This is an optimization exercise on Yosys and OpenROAD, whose aim is small area, a short achievable clock period and few clock cycles per item, not a production implementation. At most, simulation tests tie the RTL to the original design; equivalence was not proved. The RTL of run 1 was laid out without a check of its function. No activity file was given, so power comes from the tool's default toggle rates.

==> flow/design.v, too long to show whole: its modules and the start of the top module <==
// module scmcv_ram: 28 lines
// module scene_morph_cv_engine_core: 1493 lines
// module scmcv_top: 65 lines
module scmcv_top (
   input  logic        clock,
   input  logic        reset,
   input  logic        start,
   output logic        busy,
   input  logic [1:0]  req_cmd,
   input  logic [15:0] req_target_cv,
   input  logic [3:0]  req_target_knob,
   input  logic [15:0] req_current_cv,
   input  logic [3:0]  req_current_knob,
   input  logic [15:0] req_morph_cv,
   input  logic [14:0] req_morph_knob,
   input  logic [15:0] req_type_buttons,
   input  logic [15:0] req_focus_mask,
   input  logic [3:0]  req_scene_slot,
   input  logic [3:0]  req_channel_slot,
   input  logic [14:0] req_write_value,
   output logic        rsp_strobe,
   output logic [3:0]  rsp_channel,
   output logic [15:0] rsp_cv_out,
   output logic        rsp_type_light,
   output logic        rsp_last,
   input  logic        psel,
   input  logic        penable,
   input  logic        pwrite,
   input  logic [2:0]  paddr,
   input  logic [31:0] pwdata,
   output logic [31:0] prdata,
   output logic        pready
);
  // ...
==> flow/flow/run.sh <==
#!/bin/bash
# ORFS layout: the standard synthesis, then the standard steps with a setup
# margin (timing repair keeps working below the period) and larger clock-sink clusters.
set -euo pipefail
bash standard.sh synth > synth.log 2>&1
bash standard.sh SETUP_SLACK_MARGIN=8.7 CTS_BUF_LIST=sky130_fd_sc_hd__clkbuf_16 CTS_CLUSTER_SIZE=20 CTS_CLUSTER_DIAMETER=60 finish > layout.log 2>&1
==> flow/standard.sh <==
#!/bin/bash
# synth_recipe.tcl (not shown) runs the flow's synth.tcl, then flattens the netlist and writes it again
# the make line also repeats each setting of config.mk as NAME=value (left out here)
make -C /OpenROAD-flow-scripts/flow DESIGN_CONFIG=/design/flow/config.mk WORK_HOME=/design/flow/orfs CLKGATE_MAP_FILE= SYNTH_SCRIPT=/design/flow/synth_recipe.tcl "${@:-finish}"
==> flow/config.mk <==
export PLATFORM = sky130hd
export DESIGN_NAME = scmcv_top
export DESIGN_NICKNAME = scmcv_top
export VERILOG_FILES = /design/flow/design.v
export SDC_FILE = /design/flow/constraint.sdc
export NUM_CORES = 4
export LEC_CHECK = 0
export CAP_MARGIN = 20
export CORE_MARGIN = 2
export CORE_UTILIZATION = 35
export PLACE_DENSITY = 0.55
export SLEW_MARGIN = 20
export SYNTH_MEMORY_MAX_BITS = 16384
==> flow/constraint.sdc <==
create_clock -name core_clock -period 12.0 [get_ports {clock}]
set_input_delay 2.4000 -clock core_clock [delete_from_list [all_inputs] [get_ports {clock}]]
set_output_delay 2.4000 -clock core_clock [all_outputs]
set_load 0.01 [all_outputs]
==> metrics.csv, run 1 <==
stage,metric,value,unit
status,outcome,finished clean,
setup_path,critical-path maximum fanout,6,
setup_path,number of stages on the worst setup path,12,
floorplanning,row cnt,226,
setup_path,Setup CP Type,in -> reg,
finish,seq_cells,4673,
placement,Post-Place Setup Slack,5.646,ns
floorplanning,Tap Count,5016,
sta,worst slew pin tran,1.101,ns
synthesis,Cells after Synth,9976,
finish,"most common cell after layout, fill and taps aside",dfxtp_1,
finish,Multi-In Gates,4382,
power_and_ir_drop,Comb power frac,3.3,%
finish,Largest Register,u_core.u_store.g_row.q,
setup_path,Worst R2R Start,u_core.a1[0]$_DFF_P_,
clocking,clock buffer depth,4,
power_and_ir_drop,Top pwr grp,sequential cells,
setup_path,CP arrival,4.60,ns
power_and_ir_drop,Seq pwr share,58.3,%
clocking,post-CTS resize count,637,
clocking,post-CTS setup buffers,170,
floorplanning,die area,386500,um2
sta,Slew headroom,26.60,%
power_and_ir_drop,Net Sw Frac,22.64,%
floorplanning,I/O pins,226,
sta,Max Freq,0.2550,GHz
sta,fin. max-slew vios,0,
finish,top flop regs,"u_core.u_store.g_row.q x4080, u_core.mul_r x109, u_core.tap_g x48",
synthesis,sequential fraction of the synthesis area,71.55,%
clocking,H-tree Lvls,5,
placement,IO buf count,160,
synthesis,most common library cells after synthesis,"dfxtp_1 (4,473), a22oi_1 (1,381), inv_1 (439), clkbuf_1 (410), nor2_1 (337)",
route,number of DRC markers in iteration 0,7176,
clocking,TritonCTS clock tree,built,
global_route,Global Route Usage Sum,18.49,%
power_and_ir_drop,Psw,0.006194,W
synthesis,"flops & latches, synth",4673,
finish,post-route insts no fill,15520,
setup_path,Crit path largest cell delay,0.29,ns
synthesis,top post-synthesis cells by area,"dfxtp_1 (67%), a22oi_1 (7.8%), edfxtp_1 (4.5%)",
clocking,Num CTS Buffers,309,
placement,post-placement cell area,141000,um2
==> run 2, diff against run 1 <==
--- a/flow/design.v
+++ b/flow/design.v
@@ -79,21 +79,20 @@
 );
    localparam int NE   = 3;     
    localparam int TAPS = 8;     
    localparam int ROWS = 17;    
    logic        busy_ff;
    logic        acc;
    logic        acc_ff;
    logic [1:0]  rq_cmd;
-   logic [15:0] rq_cur_oh, rq_tgt_oh;    
-   logic [3:0]  rq_cur, rq_tgt;          
+   logic [11:0] rq_cur_l, rq_tgt_l;      
+   logic [1:0]  rq_cur_c, rq_tgt_c;      
    logic [15:0] rq_mcv;
    logic [14:0] rq_mknob;
-   logic [15:0] rq_btn;
    logic [15:0] rq_focus;
    logic [3:0]  rq_sslot, rq_cslot;
    logic [14:0] rq_wval;
    function automatic logic ge_const(input logic [11:0] x, input logic [11:0] k);
       logic eq;
       ge_const = 1'b0;
       eq = 1'b1;
       for (int i = 11; i >= 0; i--) begin
@@ -101,39 +100,34 @@
             ge_const = ge_const | (eq & x[i]);
             eq = eq & ~x[i];
          end else begin
             eq = eq & x[i];
          end
       end
       ge_const = ge_const | eq;
    endfunction
-   function automatic logic [3:0] sel_idx(input logic [15:0] cv, input logic [3:0] knob);
-      logic [11:0] l;
-      l = sel_lut(cv[15:12], knob);
-      if (ge_const(cv[11:0], 12'd2731))      sel_idx = l[11:8];
-      else if (ge_const(cv[11:0], 12'd1366)) sel_idx = l[7:4];
-      else                                    sel_idx = l[3:0];
+   function automatic logic [3:0] sel_pick(input logic [11:0] l, input logic [1:0] c);
+      if (c[1])      sel_pick = l[11:8];
+      else if (c[0]) sel_pick = l[7:4];
+      else           sel_pick = l[3:0];
    endfunction
-   logic [3:0] ct_i, tt_i;
-   assign ct_i = sel_idx(req_payload.current_cv, req_payload.current_knob);
-   assign tt_i = sel_idx(req_payload.target_cv, req_payload.target_knob);
    assign busy = busy_ff;
    assign acc  = start & ~busy_ff;
    always_ff @(posedge clock) begin
       if (!busy_ff) begin
          rq_cmd   <= req_payload.cmd;
-         rq_tgt_oh <= 16'd1 << tt_i;
-         rq_cur_oh <= 16'd1 << ct_i;
-         rq_tgt    <= tt_i;
-         rq_cur    <= ct_i;
+         rq_tgt_l  <= sel_lut(req_payload.target_cv[15:12], req_payload.target_knob);
+         rq_cur_l  <= sel_lut(req_payload.current_cv[15:12], req_payload.current_knob);
+         rq_tgt_c  <= {ge_const(req_payload.target_cv[11:0], 12'd2731),
+                       ge_const(req_payload.target_cv[11:0], 12'd1366)};
+         rq_cur_c  <= {ge_const(req_payload.current_cv[11:0], 12'd2731),
+                       ge_const(req_payload.current_cv[11:0], 12'd1366)};
          rq_mcv    <= req_payload.morph_cv;
          rq_mknob  <= req_payload.morph_knob;
-         rq_btn   <= req_payload.type_buttons;
-         rq_focus <= req_payload.focus_mask;
          rq_sslot <= req_payload.scene_slot;
          rq_cslot <= req_payload.channel_slot;
          rq_wval  <= req_payload.write_value;
       end
    end
    logic bipolar_ff;
    logic prd_ff;
    assign pready = 1'b1;
@@ -269,24 +263,35 @@
    always_ff @(posedge clock) begin
       mfull_ff <= mfull;
       for (int i = 0; i < 8; i++) begin
          bd_one[i] <= mx[2*i+1] ^ mx[2*i];
          bd_two[i] <= (mx[2*i+2] & ~mx[2*i+1] & ~mx[2*i]) | (~mx[2*i+2] & mx[2*i+1] & mx[2*i]);
          bd_neg[i] <= mx[2*i+2] & ~(mx[2*i+1] & mx[2*i]);
       end
    end
+   always_ff @(posedge clock) begin
+      if (!busy_ff) begin
+         rq_focus <= req_payload.focus_mask;
+      end else if (rd_en) begin
+         rq_focus <= {1'b0, rq_focus[15:1]};
+      end
+   end
+   logic [3:0]  rq_cur, rq_tgt;
+   logic [15:0] rq_cur_oh, rq_tgt_oh;
+   assign rq_cur    = sel_pick(rq_cur_l, rq_cur_c);
+   assign rq_tgt    = sel_pick(rq_tgt_l, rq_tgt_c);
+   assign rq_cur_oh = 16'd1 << rq_cur;
+   assign rq_tgt_oh = 16'd1 << rq_tgt;
    logic [14:0] a_ring, b_ring, m_ring;
    logic [14:0] a_rd;
-   logic [15:0] flags_new;
    logic        foc;
    logic        fl_rd;
-   assign flags_new = flags_ff ^ (rq_btn & ~prev_ff);
-   assign foc       = rq_focus[c_rd];
-   assign fl_rd     = flags_new[c_rd];
+   assign foc       = rq_focus[0];
+   assign fl_rd     = flags_ff[c_rd];
    always_comb begin
       a_ring = '0;
       b_ring = '0;
       for (int r = 0; r < 16; r++) begin
          a_ring = a_ring | ({15{rq_cur_oh[r]}} & tap_data[r*15 +: 15]);
          b_ring = b_ring | ({15{rq_tgt_oh[r]}} & tap_data[r*15 +: 15]);
       end
       m_ring = tap_data[16*15 +: 15];
@@ -1537,19 +1542,19 @@
          clr_ff     <= clr_next;
          clr_cnt    <= clr_ff ? clr_cnt + 4'd1 : 4'd0;
          ph         <= ph + 4'd1;
          pos        <= pos_next;
          c_rd       <= rd_en ? c_rd + 4'd1 : c_rd;
          aligned    <= (pos_next[0] == 1'b0);
          reading_ff <= rd_en && (c_rd != 4'd15);
          wait_ff    <= (tick_start || wait_ff) && !aligned;
-         if (tick_start) begin
-            flags_ff <= flags_new;
-            prev_ff  <= rq_btn;
+         if (tick_in) begin
+            flags_ff <= flags_ff ^ (req_payload.type_buttons & ~prev_ff);
+            prev_ff  <= req_payload.type_buttons;
          end
          p1         <= rd_en;
          p2         <= p1;
          p3         <= p2;
          p4         <= p3;
          p5         <= p4;
       end
    end
==> flow/flow/run.sh (replaced) <==
#!/bin/bash
# ORFS layout: the standard synthesis, then the standard steps with a setup
# margin (timing repair keeps working below the period) and larger clock-sink clusters.
set -euo pipefail
bash standard.sh synth > synth.log 2>&1
bash standard.sh SETUP_SLACK_MARGIN=8.3 CTS_BUF_LIST=sky130_fd_sc_hd__clkbuf_16 CTS_CLUSTER_SIZE=20 CTS_CLUSTER_DIAMETER=60 finish > layout.log 2>&1
==> run 2 against run 1 <==
Net effect: still clean on timing, DRC and antenna; critical path type is now reg -> reg; clock skew down 0.014 ns; sequential share of layout area up 0.99 points; global-route usage down 0.23 points; area after synthesis down 0.18%; cell area down 2.5%; highest routed layer unchanged.
==> metrics.csv, run 2 <==
stage,metric,value,unit,change
finish,area grow syn2layout,13.59,%,was 16.31%
setup_path,critical-path maximum fanout,5,,was 6
setup_path,Setup CP Type,reg -> reg,,was in -> reg
power_and_ir_drop,Comb power frac,3.5,%,was 3.3%
sta,worst slew pin tran,1.228,ns,was 1.101 ns
sta,fin crit period,3.909,ns,was 3.921 ns
synthesis,mean post-synth cell area,13.34,um2,was 13.39 um2
power_and_ir_drop,Seq pwr share,58.4,%,was 58.3%
sta,Hold Slack,0.3031,ns,was 0.2545 ns
synthesis,"flops & latches, synth",4645,,"was 4,673"
power_and_ir_drop,part of the power in the clock network,38.1,%,was 38.4%
finish,"most common cell after layout, fill and taps aside",dfxtp_1,,unchanged
finish,Largest register FFs,4080,,unchanged
status,outcome,finished clean,,unchanged
worst_hold_path,Hold Path Class,reg -> reg,,unchanged
route,"antenna viol nets, final",0,,unchanged
clocking,CTS Sinks,4645,,"was 4,673"
sta,final hold violation count,0,,unchanged
floorplanning,I/O pins,226,,unchanged
finish,most frequent cells in the layout,"dfxtp_1 (4,396), a22oi_1 (1,203), inv_1 (365), nor2_1 (328), clkbuf_16 (314)",,"was dfxtp_1 (4,381), a22oi_1 (1,335), inv_1 (402), nand4_1 (328), clkbuf_16 (320)"
global_route,initial antenna violation count,24,,was 26
synthesis,"count leader, synth",dfxtp_1,,unchanged
clocking,Worst-path clk slew,0.08,ns,about the same
route,number of DRC markers in iteration 0,6572,,"was 7,176"
global_route,pin count of the biggest net entering global routing,62,,was 67
power_and_ir_drop,peak supply drop,0.1171,mV,was 0.1159 mV
floorplanning,die height,621.1,um,was 621.7 um
floorplanning,die area,385800,um2,"was 386,500 um2"
finish,layout cells sized above 1,12.65,%,was 16.63%
placement,HPWL after DPL,234.1,mm,was 230.6 mm
synthesis,ys flop type,dfxtp_1,,unchanged
sta,Layout Skew,0.06589,ns,was 0.08036 ns
synthesis,mapped cell area,133300,um2,"was 133,500 um2"
setup_path,CP Capture Type,register,,unchanged
placement,IO buf count,160,,unchanged
clocking,Num CTS Buffers,305,,was 309
route,drt total wl,365.4,mm,was 369.4 mm
global_route,first-pass GRT wire length,532.6,mm,was 539.6 mm
clocking,worst skew pair latency,0.93,ns,was 0.95 ns
power_and_ir_drop,Psw,0.006089,W,was 0.006194 W
synthesis,Synth async-reset ratio,0,%,unchanged
setup_path,critical path launch point type,register,,was primary input
setup_path,cells on worst reg2reg path,17,,was 14
flow_run,Max-Cap Viols,0,,unchanged
synthesis,Cells after Synth,9991,,"was 9,976"
clocking,H-tree Lvls,5,,unchanged
synthesis,"area leader, netlist",dfxtp_1,,unchanged
synthesis,top post-synthesis cells by area,"dfxtp_1 (67%), a22oi_1 (6.9%), edfxtp_1 (3.9%)",,"was dfxtp_1 (67%), a22oi_1 (7.8%), edfxtp_1 (4.5%)"
finish,NumNets Final,10740,,"was 10,860"
setup_path,critical path cell sequence,inv_2 -> ha_4 -> inv_2 -> fa_2 -> a21o_1 -> a211oi_2 -> o21ai_2 -> a311oi_4 -> buf_6 -> nor2_4 -> xnor2_4 -> buf_6 -> a22oi_2 -> mux2i_2 -> fa_1 -> inv_2 -> fa_2,,was buf_12 -> inv_12 -> ha_4 -> ha_4 -> inv_2 -> a211o_1 -> a211oi_2 -> a21oi_1 -> mux2_4 -> o221ai_4 -> and2_4 -> and3b_1
worst_hold_path,hold_sp,u_core.u_store.g_row[9].q[228]$_DFF_P_,,was u_core.u_store.g_row[9].q[175]$_DFF_P_
sta,Setup Viol. Count Final,0,,unchanged
global_route,total grt overflow,0,,unchanged
clocking,TritonCTS clock tree,built,,unchanged
finish,top flop regs,"u_core.u_store.g_row.q x4080, u_core.mul_r x109, u_core.tap_g x48",,unchanged
floorplanning,core box area,378900,um2,"was 379,500 um2"
synthesis,sequential fraction of the synthesis area,71.05,%,was 71.55%
synthesis,Synth warnings,7,,unchanged
synthesis,most common library cells after synthesis,"dfxtp_1 (4,473), a22oi_1 (1,220), inv_1 (368), clkbuf_1 (351), nor2_1 (348)",,"was dfxtp_1 (4,473), a22oi_1 (1,381), inv_1 (439), clkbuf_1 (410), nor2_1 (337)"
sta,fin crit share,32.57,%,was 32.68%
floorplanning,row cnt,226,,unchanged
route,Vias,77650,,"was 77,930"
clocking,clock buffer depth,4,,unchanged
floorplanning,Die X,621.1,um,was 621.7 um
clocking,"Hold-fix buffers, CTS",0,,unchanged
global_route,vias in the first global route,78880,,"was 80,080"
synthesis,Cell variety after synth,97,,was 102
setup_path,CP arrival,4.67,ns,was 4.60 ns
placement,placed cell count,14810,,"was 14,770"
setup_path,Critical Path RT,12.76,ns,was 12.68 ns
sta,Slew headroom,18.05,%,was 26.60%
setup_path,reg-to-reg setup timing slack,8.09,ns,was 8.26 ns
power_and_ir_drop,leakage power,56.78,nW,was 59.05 nW
setup_path,Crit path largest cell delay,0.48,ns,was 0.29 ns
sta,Final WS setup,8.091,ns,was 8.079 ns
sta,Max Freq,0.2558,GHz,was 0.2550 GHz
setup_path,Worst R2R Start,u_core.b1[0]$_DFF_P_,,was u_core.a1[0]$_DFF_P_
clocking,clock root cell,clkbuf_16,,unchanged
floorplanning,initial core utilization,35.18,%,was 35.19%
power_and_ir_drop,Net Sw Frac,22.51,%,was 22.64%
sta,Fin Setup TNS,0,ns,unchanged
global_route,Global Route Usage Sum,18.26,%,was 18.49%
setup_path,"Slowest-stage cell, CP",fa_1,,was o221ai_4
worst_hold_path,Hold Path Depth,0,,unchanged
worst_hold_path,worst hold path endpoint,u_core.u_store.g_row[9].q[213]$_DFF_P_,,was u_core.u_store.g_row[9].q[160]$_DFF_P_
power_and_ir_drop,Pint,0.02096,W,was 0.02116 W
setup_path,RR Endpoint,u_core.mul_r[58]$_DFF_P_,,was u_core.mul_r[70]$_DFF_P_
synthesis,post-synth top area share,67.17,%,was 67.05%
route,DRC viols,0,,unchanged
route,routed length per instance,23.78,um,was 23.80 um
placement,Post-Place Setup Slack,6.616,ns,was 5.646 ns
finish,Largest Register,u_core.u_store.g_row.q,,unchanged
route,Initial DRT Pass Iterations,8,,unchanged
placement,gpl congestion,0.9374,,was 0.8958
finish,final core occ,39.96,%,was 40.93%
sta,RSZ-0062 raised after global routing,true,,unchanged
sta,fin. max-slew vios,0,,unchanged
power_and_ir_drop,Power Dens Cells,178.7,nW/um2,was 176.1 nW/um2
route,vias per inst,5.053,,was 5.022
synthesis,Post-synth EDFFs,172,,was 200
finish,post-route insts no fill,15370,,"was 15,520"
setup_path,Most common cell on crit path,inv_2,,was ha_4
==> run 2: power groups by stage <==
| stage | combinational [W] | clock, W | sequential, W |
|---|---|---|---|
| global placement | 0.000967 | 0 | 0.0162 |
| floorplan | 0.000663 | 0 | 0.0160 |
| finish | 0.000960 | 0.0103 | 0.0158 |
| CTS | 0.000955 | 0.0105 | 0.0158 |
| global route | 0.00105 | 0.0111 | 0.0158 |
| detailed placement | 0.000975 | 0 | 0.0162 |
==> run 2: worst max-delay path by stage <==
stage,startpoint,to,slack (ns),cells after the start
final,u_core.b1[0]$_DFF_P_,u_core.mul_r[58]$_DFF_P_,8.09,17
after floorplan,req_target_knob[0],u_core.rq_tgt_l[9]$_DFFE_PN_,8.27,10
after global routing,u_core.a1[1]$_DFF_P_,u_core.mul_r[46]$_DFF_P_,7.96,15
after CTS,u_core.a1[0]$_DFF_P_,u_core.mul_r[62]$_DFF_P_,8.02,15
after global placement,req_current_knob[2],u_core.rq_cur_l[6]$_DFFE_PN_,6.65,8
after detailed placement,req_current_knob[2],u_core.rq_cur_l[9]$_DFFE_PN_,6.62,9
==> run 2: what timing repair did <==
item,4_1_cts,5_1_grt
endpoints found under the setup margin,263,171
setup buffers,54,38
cloned,2,4
pin swaps,44,65
resized for setup,215,153
==> run 2: cell type report <==
cell class,instances,area [um2]
Antenna cell,13,32.53
Clock buffer,313,7833
Clock inverter,134,1444
Fill cell,35150,227500
Inverter,371,1414
Multi-Input combinational cell,4471,36040
Sequential cell,4645,94860
Tap cell,5016,6276
Timing Repair Buffer,403,3521
==> run 2: logic make-up after synthesis <==
family	Yosys count	synth area share (%)
flops	4645	71.05
compound gates	2054	11.13
simple gates	1402	5.729
buf+inv	908	2.808
fa+ha+maj	372	4.624
mux	327	2.791
xor+xnor	281	1.858
other cells	2	0.005634
==> run 2: routing by layer <==
| layer | vias up | share of wire, % | global-route usage [%] |
|---|---|---|---|
| met4 | 4 | 4.6 | 8.188 |
| met1 | 38750 | 44 | 24.63 |
| met2 | 2671 | 45 | 28.68 |
| met3 | 733 | 6.2 | 3.100 |
| met5 | - | 0.0066 | 0 |
| li1 | 35490 | - | - |
==> run 2: worst max-delay path, delay by kind of cell, from the launching register on <==
kind | cells | cell delay [ns]
fa+ha+maj | 4 | 1.39
compound gates | 5 | 1.00
flops | 1 | 0.32
xor+xnor | 1 | 0.21
buf+inv | 5 | 0.48
simple gates | 1 | 0.06
mux | 1 | 0.32
==> run 2: metrics by stage <==
step                      total power (W)  cell area [um2]
after floorplan                   0.01666           133500
after global placement            0.01712           140500
after detailed placement          0.01713           140500
after CTS                         0.02727           150500
after global routing              0.02795           151400
final                             0.02705           151400
Testbench counts of run 2, summed over its fixed seeds: cycles 11,540, ticks 514.
==> run 3, diff against run 2 <==
==> flow/flow/run.sh (replaced) <==
#!/bin/bash
# ORFS layout: the standard synthesis, then the standard steps with a setup
# margin (timing repair keeps working below the period) and larger clock-sink clusters.
set -euo pipefail
bash standard.sh synth > synth.log 2>&1
bash standard.sh SETUP_SLACK_MARGIN=8.3 CTS_BUF_LIST=sky130_fd_sc_hd__clkbuf_16 CTS_CLUSTER_SIZE=24 CTS_CLUSTER_DIAMETER=70 finish > layout.log 2>&1
==> run 3 against run 2 <==
Net effect: combinational power hardly changed; clock skew is 0.022 ns higher; cell count is 0.95% lower; fmax is 1.1% lower; clock power is 19% lower; cell area is 1.8% lower; worst hold slack worse by 0.016 ns; non-clock buffer count is 5 higher; setup slack worse by 0.045 ns; sequential power hardly changed; count of clock-buffer cells in the layout is 80 lower; register-to-register slack worse by 0.05 ns; critical path type unchanged; largest power group unchanged; highest routed layer unchanged.
==> metrics.csv, run 3 <==
stage,metric,value,unit,change
synthesis,"area leader, netlist",dfxtp_1,,unchanged
setup_path,CP Capture Type,register,,unchanged
finish,Largest Register,u_core.u_store.g_row.q,,unchanged
setup_path,critical path launch point type,register,,unchanged
route,Initial DRT Pass Iterations,11,,was 8
clocking,CTS Sinks,4645,,unchanged
clocking,TritonCTS clock tree,built,,unchanged
clocking,"Hold-fix buffers, CTS",0,,unchanged
floorplanning,row cnt,226,,unchanged
sta,fin crit period,3.954,ns,was 3.909 ns
floorplanning,I/O pins,226,,unchanged
setup_path,reg-to-reg setup timing slack,8.05,ns,was 8.09 ns
route,Vias,76960,,"was 77,650"
status,outcome,finished clean,,unchanged
sta,fin. max-slew vios,0,,unchanged
clocking,Num CTS Buffers,229,,was 305
placement,HPWL after DPL,234.1,mm,unchanged
sta,final hold violation count,0,,unchanged
synthesis,most common library cells after synthesis,"dfxtp_1 (4,473), a22oi_1 (1,220), inv_1 (368), clkbuf_1 (351), nor2_1 (348)",,unchanged
synthesis,Post-synth EDFFs,172,,unchanged
setup_path,CP arrival,4.80,ns,was 4.67 ns
sta,Slew headroom,18.24,%,was 18.05%
power_and_ir_drop,Pint,0.01948,W,was 0.02096 W
sta,RSZ-0062 raised after global routing,true,,unchanged
global_route,total grt overflow,0,,unchanged
sta,Setup Viol. Count Final,0,,unchanged
route,drt total wl,363.0,mm,was 365.4 mm
finish,FILL cells,35410,,"was 35,150"
synthesis,Synth async-reset ratio,0,%,unchanged
placement,post-placement cell area,140500,um2,unchanged
synthesis,ys flop type,dfxtp_1,,unchanged
global_route,first-pass GRT wire length,528.1,mm,was 532.6 mm
sta,fin crit share,32.95,%,was 32.57%
synthesis,post-synth top area share,67.17,%,unchanged
power_and_ir_drop,Power Dens Cells,168.9,nW/um2,was 178.7 nW/um2
finish,Largest register FFs,4080,,unchanged
clocking,clock root cell,clkbuf_16,,unchanged
synthesis,top post-synthesis cells by area,"dfxtp_1 (67%), a22oi_1 (6.9%), edfxtp_1 (3.9%)",,unchanged
route,DRC viols,0,,unchanged
setup_path,Setup CP Type,reg -> reg,,unchanged
setup_path,Critical Path RT,12.84,ns,was 12.76 ns
floorplanning,initial core utilization,35.18,%,unchanged
synthesis,Post-Synth Simple-Gate Area,5.729,%,unchanged
setup_path,critical-path maximum fanout,6,,was 5
synthesis,mean post-synth cell area,13.34,um2,unchanged
sta,Max Freq,0.2529,GHz,was 0.2558 GHz
route,number of DRC markers in iteration 0,6874,,"was 6,572"
finish,"Non-Filler Cell Area, Final",148700,um2,"was 151,400 um2"
synthesis,Cell variety after synth,97,,unchanged
placement,gpl congestion,0.9374,,unchanged
floorplanning,core box area,378900,um2,unchanged
worst_hold_path,Hold Path Class,reg -> reg,,unchanged
power_and_ir_drop,Psw,0.005625,W,was 0.006089 W
synthesis,largest family of logic cells by synthesized area,compound AO/OA/AOI/OAI gates,,unchanged
finish,most frequent cells in the layout,"dfxtp_1 (4,397), a22oi_1 (1,203), inv_1 (365), nor2_1 (328), nand2_1 (288)",,"was dfxtp_1 (4,396), a22oi_1 (1,203), inv_1 (365), nor2_1 (328), clkbuf_16 (314)"
floorplanning,Die X,621.1,um,unchanged
sta,Fin Setup TNS,0,ns,unchanged
synthesis,"count leader, synth",dfxtp_1,,unchanged
synthesis,xor/xnor share of the synthesized area,1.858,%,unchanged
sta,worst slew pin tran,1.225,ns,was 1.228 ns
power_and_ir_drop,part of the power in the clock network,33.3,%,was 38.1%
power_and_ir_drop,Seq pwr share,62.9,%,was 58.4%
route,vias per inst,5.056,,was 5.053
global_route,Global Route Usage Sum,18.13,%,was 18.26%
power_and_ir_drop,peak supply drop,0.1445,mV,was 0.1171 mV
synthesis,multiplexer area fraction after synthesis,2.791,%,unchanged
synthesis,mapped cell area,133300,um2,unchanged
route,"antenna viol nets, final",0,,unchanged
clocking,worst skew pair latency,0.96,ns,was 0.93 ns
global_route,initial antenna violation count,26,,was 24
synthesis,sequential fraction of the synthesis area,71.05,%,unchanged
clocking,Worst-path clk slew,0.09,ns,was 0.08 ns
floorplanning,die area,385800,um2,unchanged
clocking,clock buffer depth,4,,unchanged
finish,area grow syn2layout,11.53,%,was 13.59%
power_and_ir_drop,Net Sw Frac,22.40,%,was 22.51%
synthesis,adder-cell share of the synthesized area,4.624,%,unchanged
sta,Hold Slack,0.2870,ns,was 0.3031 ns
synthesis,compound-gate portion of the synthesized area,11.13,%,unchanged
floorplanning,die height,621.1,um,unchanged
placement,IO buf count,160,,unchanged
synthesis,Cells after Synth,9991,,unchanged
synthesis,"flops & latches, synth",4645,,unchanged
sta,Layout Skew,0.08766,ns,was 0.06589 ns
finish,"most common cell after layout, fill and taps aside",dfxtp_1,,unchanged
clocking,H-tree Lvls,4,,was 5
global_route,pin count of the biggest net entering global routing,62,,unchanged
route,routed length per instance,23.85,um,was 23.78 um
power_and_ir_drop,Comb power frac,3.8,%,was 3.5%
finish,top flop regs,"u_core.u_store.g_row.q x4080, u_core.mul_r x109, u_core.tap_g x48",,unchanged
global_route,vias in the first global route,77950,,"was 78,880"
finish,NumNets Final,10670,,"was 10,740"
flow_run,Max-Cap Viols,0,,unchanged
power_and_ir_drop,leakage power,55.43,nW,was 56.78 nW
finish,layout cells sized above 1,11.56,%,was 12.65%
synthesis,Synth warnings,7,,unchanged
==> run 3: cell counts after synthesis <==
Identical to the previous run, type by type.
==> run 3: final timing paths <==
| kind | to | startpoint | depth (start not counted) |
|---|---|---|---|
| worst min-delay path | u_core.u_store.g_row[9].q[213]$_DFF_P_ | u_core.u_store.g_row[9].q[228]$_DFF_P_ | 0 |
| worst min register to register | u_core.u_store.g_row[9].q[213]$_DFF_P_ | u_core.u_store.g_row[9].q[228]$_DFF_P_ | 0 |
| worst max register to register | u_core.mul_r[74]$_DFF_P_ | u_core.b1[0]$_DFF_P_ | 16 |
| worst max-delay path | u_core.mul_r[74]$_DFF_P_ | u_core.b1[0]$_DFF_P_ | 16 |
==> run 3: cells by family (layout without fill, tap and decap cells) <==
logic type / count (synthesis) / after routing
compound gates: 2054 / 2054
mux: 327 / 327
flops: 4645 / 4645
fa+ha+maj: 372 / 372
simple gates: 1402 / 1405
xor+xnor: 281 / 281
other cells: 2 / 48
buf+inv: 908 / 1072
==> run 3: final cells by class <==
type	count	area [um2]	share of cell area [%]
sequential	4645	94860	63.80
clock inverter	60	620.6	0.4174
timing repair buffer	408	3575	2.404
multi-input combinational	4471	36060	24.26
inverter	371	1416	0.9526
antenna	16	40.04	0.02693
clock buffer	233	5831	3.922
tap	5016	6276	4.221
==> run 3: routing by layer <==
| metal | GRT usage, % | share of wire (%) | up-vias | wire, um |
|---|---|---|---|---|
| li1 | - | - | 35240 | - |
| met3 | 2.979 | 6.3 | 688 | 22710 |
| met4 | 7.611 | 4.3 | 8 | 15790 |
| met5 | 0 | 0.013 | - | 47 |
| met2 | 28.71 | 45 | 2541 | 162900 |
| met1 | 24.50 | 45 | 38480 | 161600 |
==> run 3: critical path, cell delays in order, from the launching register on <==
cell and delay (ns):
dfxtp_2 0.32, inv_2 0.06, ha_4 0.15, inv_2 0.04, fa_2 0.33, a21o_1 0.19, a211oi_2 0.27, o21ai_2 0.16
a311oi_4 0.23, buf_6 0.16, nor2_4 0.05, xnor2_4 0.30, a22oi_2 0.13, mux2_4 0.34, fa_1 0.56, inv_2 0.05
fa_2 0.55
==> run 3: power by group through the flow <==
| stage | clock network [W] | logic, W | registers (W) |
|---|---|---|---|
| final | 0.00836 | 0.000957 | 0.0158 |
| after global routing | 0.00909 | 0.00105 | 0.0158 |
| after CTS | 0.00856 | 0.000956 | 0.0158 |
| after detailed placement | 0 | 0.000975 | 0.0162 |
| after global placement | 0 | 0.000967 | 0.0162 |
| after floorplan | 0 | 0.000663 | 0.0160 |
==> run 3: what timing repair did <==
action / 4_1_cts / 5_1_grt
endpoints found under the setup margin: 306 / 169
resized for setup: 212 / 159
cloned: 2 / 3
pin swaps: 38 / 61
setup buffers: 52 / 46
==> run 3: stage by stage <==
stage,cells,util [%],total power [W],setup WS [ns]
3_5_place_dp,14810,37.09,0.01713,6.616
4_1_cts,15160,38.99,0.02530,7.993
2_1_floorplan,10020,-,0.01666,8.275
3_3_place_gp,14810,37.08,0.01712,6.647
6_report,15220,39.24,0.02511,8.046
5_1_grt,15210,39.23,0.02595,7.916
==> run 4, diff against run 3 <==
==> flow/flow/run.sh (replaced) <==
#!/bin/bash
# ORFS layout: the standard synthesis, then the standard steps with a setup
# margin (timing repair keeps working below the period) and larger clock-sink clusters.
set -euo pipefail
bash standard.sh synth > synth.log 2>&1
bash standard.sh SETUP_SLACK_MARGIN=8.3 CTS_BUF_LIST=sky130_fd_sc_hd__clkbuf_16 CTS_CLUSTER_SIZE=24 CTS_CLUSTER_DIAMETER=70 CORE_UTILIZATION=65 PLACE_DENSITY=0.80 finish > layout.log 2>&1
==> run 4 against run 3 <==
Net effect: critical path depth unchanged; sequential share of layout area up 1.4 points; global-route usage up 13 points; critical endpoint is now u_core.mul_r[50]$_DFF_P_; sequential cell count unchanged; worst hold slack worse by 0.0023 ns; clock skew down 0.019 ns; cell count down 16%; clock power down 2.9%; sequential power about the same; critical path type unchanged; cell area down 2.2%.
==> metrics.csv, run 4 <==
stage,metric,value,unit,change
synthesis,multiplexer area fraction after synthesis,2.791,%,unchanged
floorplanning,core box area,204200,um2,"was 378,900 um2"
finish,"most common cell after layout, fill and taps aside",dfxtp_1,,unchanged
route,Initial DRT Pass Iterations,21,,was 11
synthesis,top post-synthesis cells by area,"dfxtp_1 (67%), a22oi_1 (6.9%), edfxtp_1 (3.9%)",,unchanged
sta,Setup Viol. Count Final,0,,unchanged
placement,gpl congestion,1.016,,was 0.9374
synthesis,Synth warnings,7,,unchanged
synthesis,Cell variety after synth,97,,unchanged
route,"antenna viol nets, final",0,,unchanged
finish,Largest Register,u_core.u_store.g_row.q,,unchanged
clocking,Worst-path clk slew,0.09,ns,about the same
worst_hold_path,Hold Path Class,reg -> reg,,unchanged
clocking,clock buffer depth,3,,was 4
setup_path,critical-path maximum fanout,5,,was 6
setup_path,cells on worst reg2reg path,16,,unchanged
global_route,total grt overflow,0,,unchanged
sta,Slew headroom,16.43,%,was 18.24%
setup_path,Setup CP Type,reg -> reg,,unchanged
synthesis,most common library cells after synthesis,"dfxtp_1 (4,473), a22oi_1 (1,220), inv_1 (368), clkbuf_1 (351), nor2_1 (348)",,unchanged
synthesis,mapped cell area,133300,um2,unchanged
clocking,CTS Sinks,4645,,unchanged
placement,Post-Place Setup Slack,6.590,ns,was 6.616 ns
synthesis,"count leader, synth",dfxtp_1,,unchanged
synthesis,"area leader, netlist",dfxtp_1,,unchanged
floorplanning,initial core utilization,65.29,%,was 35.18%
sta,final hold violation count,0,,unchanged
placement,IO buf count,160,,unchanged
synthesis,mean post-synth cell area,13.34,um2,unchanged
floorplanning,I/O pins,226,,unchanged
power_and_ir_drop,Final Total Pwr,0.02485,W,was 0.02511 W
sta,fin crit period,3.903,ns,was 3.954 ns
global_route,pin count of the biggest net entering global routing,85,,was 62
status,outcome,finished clean,,unchanged
route,Vias,78830,,"was 76,960"
global_route,initial antenna violation count,23,,was 26
floorplanning,Die X,456.9,um,was 621.1 um
floorplanning,row cnt,166,,was 226
synthesis,Synth async-reset ratio,0,%,unchanged
clocking,"Hold-fix buffers, CTS",0,,unchanged
synthesis,largest family of logic cells by synthesized area,compound AO/OA/AOI/OAI gates,,unchanged
setup_path,reg-to-reg setup timing slack,8.10,ns,was 8.05 ns
setup_path,Worst R2R Start,u_core.a1[0]$_DFF_P_,,was u_core.b1[0]$_DFF_P_
sta,Max Freq,0.2562,GHz,was 0.2529 GHz
clocking,Num CTS Buffers,221,,was 229
global_route,first-pass GRT wire length,499.6,mm,was 528.1 mm
power_and_ir_drop,Power Dens Cells,171.0,nW/um2,was 168.9 nW/um2
clocking,worst skew pair latency,0.93,ns,was 0.96 ns
finish,Multi-input gate area,36040,um2,"was 36,060 um2"
sta,RSZ-0062 raised after global routing,true,,unchanged
synthesis,Post-Synth Simple-Gate Area,5.729,%,unchanged
finish,most frequent cells in the layout,"dfxtp_1 (4,401), a22oi_1 (1,197), inv_1 (357), nor2_1 (327), nand2_1 (288)",,"was dfxtp_1 (4,397), a22oi_1 (1,203), inv_1 (365), nor2_1 (328), nand2_1 (288)"
sta,fin crit share,32.52,%,was 32.95%
route,DRC viols,0,,unchanged
floorplanning,die height,456.9,um,was 621.1 um
synthesis,sequential fraction of the synthesis area,71.05,%,unchanged
clocking,TritonCTS clock tree,built,,unchanged
setup_path,critical path launch point type,register,,unchanged
power_and_ir_drop,leakage power,55.28,nW,was 55.43 nW
synthesis,adder-cell share of the synthesized area,4.624,%,unchanged
setup_path,CP endpoint,u_core.mul_r[50]$_DFF_P_,,was u_core.mul_r[74]$_DFF_P_
sta,Layout Skew,0.06827,ns,was 0.08766 ns
synthesis,Cells after Synth,9991,,unchanged
sta,Final WS setup,8.097,ns,was 8.046 ns
synthesis,Post-synth EDFFs,172,,unchanged
route,drt total wl,340.0,mm,was 363.0 mm
setup_path,CP arrival,4.66,ns,was 4.80 ns
setup_path,Critical Path Start,u_core.a1[0]$_DFF_P_,,was u_core.b1[0]$_DFF_P_
floorplanning,die area,208700,um2,"was 385,800 um2"
finish,NumNets Final,10640,,"was 10,670"
finish,top flop regs,"u_core.u_store.g_row.q x4080, u_core.mul_r x109, u_core.tap_g x48",,unchanged
setup_path,CP Capture Type,register,,unchanged
clocking,clock root cell,clkbuf_16,,unchanged
clocking,H-tree Lvls,4,,unchanged
finish,FILL cells,12930,,"was 35,410"
setup_path,Critical Path RT,12.76,ns,was 12.84 ns
worst_hold_path,Hold Path Depth,0,,unchanged
global_route,vias in the first global route,79450,,"was 77,950"
route,routed length per instance,26.45,um,was 23.85 um
sta,fin. max-slew vios,0,,unchanged
global_route,Global Route Usage Sum,31.61,%,was 18.13%
synthesis,xor/xnor share of the synthesized area,1.858,%,unchanged
sta,worst slew pin tran,1.242,ns,was 1.225 ns
synthesis,ys flop type,dfxtp_1,,unchanged
finish,Reg area,94810,um2,"was 94,860 um2"
sta,Fin Setup TNS,0,ns,unchanged
route,number of DRC markers in iteration 0,8804,,"was 6,874"
setup_path,RR Endpoint,u_core.mul_r[50]$_DFF_P_,,was u_core.mul_r[74]$_DFF_P_
route,vias per inst,6.132,,was 5.056
finish,area grow syn2layout,9.034,%,was 11.53%
synthesis,compound-gate portion of the synthesized area,11.13,%,unchanged
synthesis,post-synth top area share,67.17,%,unchanged
finish,layout cells sized above 1,11.39,%,was 11.56%
flow_run,Max-Cap Viols,0,,unchanged
synthesis,"flops & latches, synth",4645,,unchanged
finish,Largest register FFs,4080,,unchanged
placement,HPWL after DPL,213.9,mm,was 234.1 mm
power_and_ir_drop,peak supply drop,0.1769,mV,was 0.1445 mV
run 4: through the flow:
stage | hold WS, ns | util (%) | cells | area (um2)
floorplan | 0.3096 | - | 10020 | 133500
global placement | 0.3099 | 67.36 | 12480 | 137500
detailed placement | 0.3121 | 67.36 | 12480 | 137500
CTS | 0.2804 | 70.77 | 12800 | 144500
global route | 0.2992 | 71.18 | 12850 | 145300
finish | 0.2847 | 71.19 | 12860 | 145300
run 4: cells by family (layout without fill, tap and decap cells):
kind of cell               Yosys count  after routing
buffers and inverters              908           1040
muxes                              327            327
AOI/OAI and AO/OA                 2054           2055
xor gates and xnor gates           281            282
other                                2             42
DFF                               4645           4645
and+or+nand+nor                   1402           1404
adders and majority gates          372            372
run 4: worst min-delay path by stage:
stage,startpoint,end,slack (ns)
floorplan,u_core.c1[0]$_DFF_P_,u_core.c2[0]$_DFF_P_,0.31
global placement,u_core.u_store.g_row[9].q[76]$_DFF_P_,u_core.u_store.g_row[9].q[61]$_DFF_P_,0.31
detailed placement,u_core.u_store.g_row[15].q[146]$_DFF_P_,u_core.u_store.g_row[15].q[131]$_DFF_P_,0.31
CTS,u_core.u_store.g_row[4].q[116]$_DFF_P_,u_core.u_store.g_row[4].q[101]$_DFF_P_,0.28
global route,u_core.u_store.g_row[4].q[116]$_DFF_P_,u_core.u_store.g_row[4].q[101]$_DFF_P_,0.30
finish,u_core.u_store.g_row[4].q[116]$_DFF_P_,u_core.u_store.g_row[4].q[101]$_DFF_P_,0.28
run 4: power by group:
part           leakage, nW  switching [W]  internal (W)
sequential            37.6       0.000102        0.0156
combinational         14.5       0.000709      0.000330
clock                 3.12        0.00470       0.00342
run 4: worst max-delay path, cell delays in order, from the launching register on:
cell and delay [ns]:
dfxtp_4 0.37, ha_4 0.15, inv_2 0.05, fa_2 0.35, a21o_1 0.21, a211oi_4 0.28
o21ai_4 0.12, a311oi_4 0.24, buf_6 0.16, nor2_4 0.05, xnor2_4 0.17, buf_6 0.15
a22oi_2 0.18, mux2i_2 0.31, fa_2 0.50, inv_2 0.07, fa_2 0.41
run 4: timing repair:
item / in CTS / in global routing
pin swaps: 35 / 56
gates cloned: 2 / 6
setup buffers: 40 / 38
setup endpoints to repair: 203 / 150
resized for setup: 234 / 133
run 4: routing by layer:
metal	vias up	GRT usage, %	share of wire, %
met2	3694	48.48	45
li1	35200	-	-
met4	6	15.91	5.5
met5	-	0	0.013
met1	39060	42.32	41
met3	866	7.287	8.9
run 4: layout make-up:
class	instances	share of cell area (%)
repair buffers	390	2.356
well taps	2688	2.314
multi-input cells	4472	24.80
flip-flops and latches	4645	65.23
clock inverters	57	0.4915
inverters	371	0.9684
diodes	10	0.01722
clock buffers	222	3.822
==> run 5, diff against run 4 <==
==> flow/flow/run.sh (replaced) <==
#!/bin/bash
# ORFS layout: the standard synthesis, then the standard steps with a setup
# margin (timing repair keeps working below the period) and larger clock-sink clusters.
set -euo pipefail
bash standard.sh synth > synth.log 2>&1
bash standard.sh SETUP_SLACK_MARGIN=8.3 CTS_BUF_LIST=sky130_fd_sc_hd__clkbuf_16 CTS_CLUSTER_SIZE=24 CTS_CLUSTER_DIAMETER=70 CORE_UTILIZATION=55 PLACE_DENSITY=0.70 finish > layout.log 2>&1
==> run 5 against run 4 <==
Net effect: clock power grew 2%; worst hold slack lost 0.028 ns; first-iteration DRC count fell by 16%; still clean on timing, DRC and antenna; via count shrank 1.9%; cell count up 4.0%; fmax down 0.83%; register-to-register slack worse by 0.03 ns; count of clock-buffer cells in the layout grew 5; core utilization shrank 10 points.
==> metrics.csv, run 5 <==
stage,metric,value,unit,change
status,outcome,finished clean,,unchanged
floorplanning,initial core utilization,55.37,%,was 65.29%
finish,area grow syn2layout,9.640,%,was 9.034%
placement,post-placement cell area,138200,um2,"was 137,500 um2"
global_route,total grt overflow,0,,unchanged
route,"antenna viol nets, final",0,,unchanged
route,Initial DRT Pass Iterations,6,,was 21
global_route,pin count of the biggest net entering global routing,63,,was 85
power_and_ir_drop,Seq pwr share,62.7,%,was 63.1%
sta,RSZ-0062 raised after global routing,true,,unchanged
finish,Largest register FFs,4080,,unchanged
setup_path,critical-path maximum fanout,6,,was 5
placement,gpl congestion,0.9685,,was 1.016
synthesis,top post-synthesis cells by area,"dfxtp_1 (67%), a22oi_1 (6.9%), edfxtp_1 (3.9%)",,unchanged
synthesis,sequential fraction of the synthesis area,71.05,%,unchanged
sta,fin crit share,32.80,%,was 32.52%
sta,worst slew pin tran,1.172,ns,was 1.242 ns
route,Vias,77370,,"was 78,830"
worst_hold_path,Hold Path Class,reg -> reg,,unchanged
synthesis,mapped cell area,133300,um2,unchanged
setup_path,CP arrival,4.79,ns,was 4.66 ns
finish,top flop regs,"u_core.u_store.g_row.q x4080, u_core.mul_r x109, u_core.tap_g x48",,unchanged
clocking,worst skew pair latency,0.95,ns,was 0.93 ns
sta,Setup Viol. Count Final,0,,unchanged
synthesis,most common library cells after synthesis,"dfxtp_1 (4,473), a22oi_1 (1,220), inv_1 (368), clkbuf_1 (351), nor2_1 (348)",,unchanged
global_route,initial antenna violation count,26,,was 23
sta,Hold Slack,0.2563,ns,was 0.2847 ns
clocking,H-tree Lvls,4,,unchanged
global_route,vias in the first global route,76980,,"was 79,450"
sta,Slew headroom,21.19,%,was 16.43%
clocking,CTS Sinks,4645,,unchanged
floorplanning,Die X,496.3,um,was 456.9 um
synthesis,Post-synth EDFFs,172,,unchanged
finish,NumNets Final,10650,,"was 10,640"
placement,placed cell count,12990,,"was 12,480"
finish,layout cells sized above 1,11.30,%,was 11.39%
clocking,Num CTS Buffers,226,,was 221
synthesis,Cells after Synth,9991,,unchanged
floorplanning,I/O pins,226,,unchanged
setup_path,CP Capture Type,register,,unchanged
sta,final hold violation count,0,,unchanged
synthesis,Cell variety after synth,97,,unchanged
power_and_ir_drop,Net Sw Frac,22.34,%,was 22.19%
floorplanning,die height,496.3,um,was 456.9 um
placement,IO buf count,160,,unchanged
route,number of DRC markers in iteration 0,7420,,"was 8,804"
finish,FILL cells,18230,,"was 12,930"
route,routed length per instance,25.23,um,was 26.45 um
floorplanning,core box area,240800,um2,"was 204,200 um2"
power_and_ir_drop,leakage power,55.37,nW,was 55.28 nW
finish,"Non-Filler Cell Area, Final",146200,um2,"was 145,300 um2"
power_and_ir_drop,Power Dens Cells,171.2,nW/um2,was 171.0 nW/um2
clocking,TritonCTS clock tree,built,,unchanged
sta,Max Freq,0.2541,GHz,was 0.2562 GHz
finish,post-route insts no fill,13370,,"was 12,860"
synthesis,Synth warnings,7,,unchanged
sta,Fin Setup TNS,0,ns,unchanged
synthesis,ys flop type,dfxtp_1,,unchanged
synthesis,mean post-synth cell area,13.34,um2,unchanged
synthesis,"area leader, netlist",dfxtp_1,,unchanged
sta,Layout Skew,0.09260,ns,was 0.06827 ns
setup_path,Critical Path RT,12.86,ns,was 12.76 ns
global_route,first-pass GRT wire length,495.4,mm,was 499.6 mm
power_and_ir_drop,Comb power frac,4.2,%,about the same
clocking,clock buffer depth,3,,unchanged
route,DRC viols,0,,unchanged
placement,HPWL after DPL,216.6,mm,was 213.9 mm
synthesis,"count leader, synth",dfxtp_1,,unchanged
setup_path,Setup CP Type,reg -> reg,,unchanged
clocking,Worst-path clk slew,0.09,ns,about the same
synthesis,"flops & latches, synth",4645,,unchanged
sta,fin crit period,3.935,ns,was 3.903 ns
finish,Largest Register,u_core.u_store.g_row.q,,unchanged
flow_run,Max-Cap Viols,0,,unchanged
finish,"most common cell after layout, fill and taps aside",dfxtp_1,,unchanged
route,drt total wl,337.3,mm,was 340.0 mm
synthesis,post-synth top area share,67.17,%,unchanged
power_and_ir_drop,part of the power in the clock network,33.1,%,was 32.7%
clocking,clock root cell,clkbuf_16,,unchanged
power_and_ir_drop,Final Total Pwr,0.02502,W,was 0.02485 W
power_and_ir_drop,Psw,0.005589,W,was 0.005513 W
clocking,"Hold-fix buffers, CTS",0,,unchanged
global_route,Global Route Usage Sum,26.77,%,was 31.61%
finish,most frequent cells in the layout,"dfxtp_1 (4,410), a22oi_1 (1,202), inv_1 (357), nor2_1 (328), nand2_1 (288)",,"was dfxtp_1 (4,401), a22oi_1 (1,197), inv_1 (357), nor2_1 (327), nand2_1 (288)"
route,vias per inst,5.787,,was 6.132
synthesis,Synth async-reset ratio,0,%,unchanged
sta,fin. max-slew vios,0,,unchanged
power_and_ir_drop,Pint,0.01943,W,was 0.01934 W
floorplanning,die area,246300,um2,"was 208,700 um2"
floorplanning,row cnt,180,,was 166
setup_path,critical path launch point type,register,,unchanged
power_and_ir_drop,peak supply drop,0.1652,mV,was 0.1769 mV
==> run 5: cell counts after synthesis <==
Identical to the previous run, type by type.
==> run 5: cell type report <==
class	instances	area, um2	share of cell area (%)
inverter	371	1411	0.9657
clock buffer	227	5680	3.887
clock inverter	66	874.6	0.5984
sequential	4645	94800	64.86
tap	3185	3985	2.727
timing repair buffer	396	3433	2.349
multi-input combinational	4471	35950	24.59
antenna	9	22.52	0.01541
==> run 5: repair_timing <==
| action | 4_1_cts | 5_1_grt |
|---|---|---|
| cloned | 3 | 4 |
| setup endpoints to repair | 262 | 164 |
| resized for setup | 197 | 151 |
| pin swaps | 32 | 65 |
| buffers inserted | 35 | 38 |
==> run 5: path summary, 6_finish.rpt <==
path                            slack (ns)                              startpoint                                      to  depth (start not counted)
worst max register to register        8.06                    u_core.a1[0]$_DFF_P_                u_core.mul_r[74]$_DFF_P_                         15
worst min register to register        0.26  u_core.u_store.g_row[4].q[139]$_DFF_P_  u_core.u_store.g_row[4].q[124]$_DFF_P_                          0
worst min-delay path                  0.26  u_core.u_store.g_row[4].q[139]$_DFF_P_  u_core.u_store.g_row[4].q[124]$_DFF_P_                          0
worst max-delay path                  8.06                    u_core.a1[0]$_DFF_P_                u_core.mul_r[74]$_DFF_P_                         15
==> run 5: worst max-delay path, stage by stage (launching register included) <==
cell,delay [ns]
dfxtp_4,0.38
ha_4,0.14
inv_2,0.03
fa_2,0.33
a21o_1,0.21
a211oi_4,0.28
o21ai_4,0.12
a311o_1,0.29
o211ai_1,0.28
buf_6,0.24
a22oi_2,0.09
xnor2_1,0.20
nand2_1,0.11
fa_2,0.58
inv_2,0.04
fa_2,0.54
==> run 5: per-layer routing <==
metal,up-vias,wire (um),global-route usage [%]
met3,647,23580,4.769
met5,-,26,0
met2,2851,151100,41.43
met4,4,14150,10.59
met1,38660,148400,37.43
li1,35210,-,-
==> run 5: cells by family (layout without fill, tap and decap cells) <==
family	Yosys count	in the layout	synth area share [%]
mux	327	327	2.791
flops	4645	4645	71.05
simple gates	1402	1405	5.729
buf+inv	908	1060	2.808
fa+ha+maj	372	372	4.624
other cells	2	41	0.005634
xor+xnor	281	281	1.858
compound gates	2054	2054	11.13
==> run 5: through the flow <==
step | worst slack (ns) | utilization (%)
global placement | 6.648 | 57.40
floorplan | 8.275 | -
global route | 7.933 | 60.70
CTS | 8.050 | 60.34
detailed placement | 6.758 | 57.40
finish | 8.065 | 60.71
==> run 5: power groups by stage <==
stage | Combinational (W) | Sequential, W | Clock, W
2_1_floorplan | 0.000663 | 0.0160 | 0
3_3_place_gp | 0.00104 | 0.0160 | 0
3_5_place_dp | 0.00106 | 0.0160 | 0
4_1_cts | 0.00104 | 0.0157 | 0.00840
5_1_grt | 0.00114 | 0.0157 | 0.00894
6_report | 0.00105 | 0.0157 | 0.00828

-- separate check: timing with driven ports --
In the flow no input, the clock included, has a driving cell. The finished layouts below were timed again as built, in two steps.
Step 1 (the two cells are an assumption about what drives the block):
set clk [get_ports {clock}]
set_driving_cell -lib_cell sky130_fd_sc_hd__clkbuf_16 $clk
set_driving_cell -lib_cell sky130_fd_sc_hd__buf_2 [delete_from_list [all_inputs] $clk]
Step 2 times the ports against the registers' clock, not the clock port: input delays grow and output delays shrink by t, the midpoint of the rising clock arrivals with the driver on.
a / b / c = ideal ports / drivers / drivers and shift; a / b = the first two.
run | t, ns | setup slack, ns | hold slack, ns | worst setup path after step 2 | slew at the worst register clock pin (ns)
run 1 | 1.010 | 8.079 / 8.072 / 7.062 | 0.254 / 0.254 / 0.254 | input to register | 0.09 / 0.09
run 2 | 0.992 | 8.091 / 8.091 / 7.411 | 0.303 / 0.303 / 0.303 | input to register | 0.09 / 0.09
run 3 | 1.024 | 8.046 / 8.046 / 7.382 | 0.287 / 0.287 / 0.287 | input to register | 0.10 / 0.10
run 4 | 0.991 | 8.097 / 8.035 / 7.474 | 0.285 / 0.285 / 0.285 | input to register | 0.10 / 0.10
run 5 | 1.002 | 8.065 / 8.029 / 7.453 | 0.256 / 0.256 / 0.256 | input to register | 0.10 / 0.10
After both steps setup and hold are still met in every run listed. For run 1, which loses most, drivers alone change the setup slack by -0.007 ns; drivers and shift together by -1.017 ns.
